This design comes from an exercise in tuning for small area, a short achievable clock period and few clock cycles per item on the open sky130 flow, not from production work. The RTL was checked by simulation tests, not by an equivalence proof against the original design.

job 4449:
Design triangle_strip_tessellator, start of the top module:
module triangle_strip_tessellator (
    input  logic        clk,
    input  logic        rst_n,
    input  logic        start,
    output logic        busy,
    input  logic [47:0] corner_bottom_left,
    input  logic [47:0] corner_bottom_right,
    input  logic [47:0] corner_top,
    input  logic [47:0] normal_left,
    input  logic [47:0] normal_right,
    input  logic [47:0] normal_top,
    input  logic        cfg_wr_en,
    input  logic [3:0]  cfg_wr_data,
    output logic        vertex_valid,
    output logic [47:0] vertex_position,
    output logic [47:0] vertex_normal,
    output logic        last_vertex
);
clock: 6.0 ns
lec_check: 0
cap_margin: 20
core_margin: 2
core_utilization: 40
cts_cluster_diameter: 80
cts_cluster_size: 25
setup_slack_margin: 3.15
slew_margin: 20
standard.sh (not shown) runs the stock make flow with config.mk's settings and CLKGATE_MAP_FILE= SYNTH_SCRIPT=/design/flow/synth_recipe.tcl, a recipe that flattens the netlist after the stock synthesis.
==> flow/flow/run.sh <==
#!/bin/bash
# Layout: the standard flow (standard.sh, all ORFS steps), except that the
# port buffers are the smallest buffer cell instead of ORFS's default choice.
set -euo pipefail
export BUFFER_PORTS_ARGS="-buffer_cell sky130_fd_sc_hd__buf_1"
bash standard.sh > standard_flow.log 2>&1
Testbench counts of job 4449, summed over its fixed seeds: cycles 12,172, vertices 9,852.
## Diff of input files: job 641 against job 4449
- a change of CORE_UTILIZATION from 40 to 60
- a change of SETUP_SLACK_MARGIN from 3.15 to 3.0
Notes after the runs:
Setup slack on job 641 is down relative to job 4449.
Run comparison: job 4449 capturing instance or port of the critical path pt_q[3][15]$_DFFE_PP_; job 641 capturing instance or port of the critical path g_lane[4].u_q[2]$_DFFE_PP_
Job 4449 vs job 641, worst setup path startpoint: g_lane[3].u_q[0]$_DFFE_PP_ vs nm2_q[2]$_DFFE_PN_
Diff job 4449 -> job 641: wire length on met2 now smaller; clock-cell share of area comparable; actual slew at the worst max-slew pin now larger; count of non-CTS buffers in the layout now smaller.
Of job 641 and job 4449, the run reporting the lower routed via count divided by cell count was job 4449.
Going from job 4449 to job 641, overall fraction of global-route tracks in use higher, area of combinational cells with multiple inputs lower.
Input-level comparison between job 7861 and job 641:
- CTS_CLUSTER_SIZE no longer set, was 25
- CTS_CLUSTER_DIAMETER no longer set, was 80
- CORE_UTILIZATION now 40, was 60
==> comparison <==
Between job 641 and job 7861, the flow reports number of vias per cell after detailed routing decreasing by more than 10%.
Job 641 and job 7861 ended up with nearly the same share of synthesized cell area in full adder, half adder and majority cells.
Relative to job 641, well tap count increased by 52% in job 7861.
On sum of routed wire segments on met1: between job 641 and job 7861, it ends up lower for job 641.
Between job 641 and job 7861, the flow reports wire length increasing slightly.
Job 7861 vs. job 641: post-layout minimum cycle time went up by 22 ps.
Met3 usage in global routing in job 7861 vs job 641: down 1.7 points
Looking at job 641 and job 7861, the async set-reset flop share out of synthesis is a wash.
Edits applied to the flow inputs when going from job 7861 to job 2409:
- PLACE_DENSITY newly set to 0.7
- CTS_CLUSTER_SIZE newly set to 25
- CTS_CLUSTER_DIAMETER newly set to 80
### Flow results
Job 2409 finished all stages; the layout is clean. Job 2409 ended up with g_lane[3].u_q[2]$_DFFE_PP_ as its critical path endpoint; job 7861 ended up with g_lane[4].u_q[3]$_DFFE_PP_. Job 2409 vs. job 7861: routed wire length lost about 4%; part of the cycle the worst path needs moved down. Reported for job 2409 and job 7861, fraction of the mapped netlist area in simple logic gates turned out identical to the last digit. Comparing the two runs side by side, job 2409 comes out ahead of job 7861 on worst setup slack after placement. Changes observed in job 2409 relative to job 7861: setup slack went up 18 ps; area growth from synthesis to final layout shrank by 3.9 points.
Here is what was changed in the inputs of job 9177 compared with job 2409.
- removing PLACE_DENSITY (formerly 0.7)
- changing SETUP_SLACK_MARGIN from 3.0 to 2.8
[summary]
Taking job 2409 as the reference, in job 9177 final standard cell area without fillers flat; area fraction of clock buffers and clock inverters up 0.78 points; sequential fraction of total cell area flat; hold slack down 8.2 ps. From job 2409 to job 9177 the numbers moved as follows: post-detailed-route wirelength per cell rose 0.78 µm. Compared with job 2409, in job 9177 met3 track utilization from global routing now sits higher; ratio of final minimum period to clock period increased by 2.0 points relative to the old numbers.
Setup changes, job 9177 to job 1144
- PLACE_DENSITY newly set to 0.7
- SETUP_SLACK_MARGIN changed from 2.8 to 3.15
Results
The lower final weighted congestion of routability-driven global placement of job 1144 and job 9177 is in job 9177. Delta (job 1144 minus job 9177): via count climbed 2.3%, relative area change from synthesis to final layout shows an increase of 2.8 points, worst setup timing slack at the placement stage shows an increase of 150 ps. Taking job 9177 as the reference, in job 1144 cell area picked up an extra about 2.5%; utilization picked up an extra 1.1 points; setup slack picked up an extra 190 ps; setup clock skew after layout neither gained nor lost much; sequential cell area neither gained nor lost much.

separate check: timing with driven ports:
The results above use ideal ports. As a check the final layouts listed here were re-extracted and re-timed, cells and wires unchanged. Step 1, drivers: a clkbuf_16 drives clk and a buf_2 each remaining input, both assumed. Step 2, shift: input delay + t, output delay - t, t = (earliest + latest rising clock arrival at the registers) / 2. This alone moves slack from input paths to output paths. Three values: no drivers, after step 1, after step 2; two values: the first two.
run | t, ns | setup WS [ns] | hold WS [ns] | worst setup path at the end
job 4449 | 0.649 | 3.073 / 3.073 / 3.073 | 0.368 / 0.368 / 0.368 | register to register
job 641 | 0.651 | 3.016 / 3.016 / 3.016 | 0.370 / 0.370 / 0.370 | register to register
job 7861 | 0.676 | 2.993 / 2.993 / 2.993 | 0.360 / 0.360 / 0.360 | register to register
job 2409 | 0.655 | 3.012 / 3.012 / 3.012 | 0.373 / 0.373 / 0.373 | register to register
job 9177 | 0.655 | 2.894 / 2.894 / 2.894 | 0.365 / 0.365 / 0.365 | register to register
job 1144 | 0.655 | 3.085 / 3.085 / 3.085 | 0.370 / 0.370 / 0.370 | register to register
After both steps every run listed still meets setup and hold.
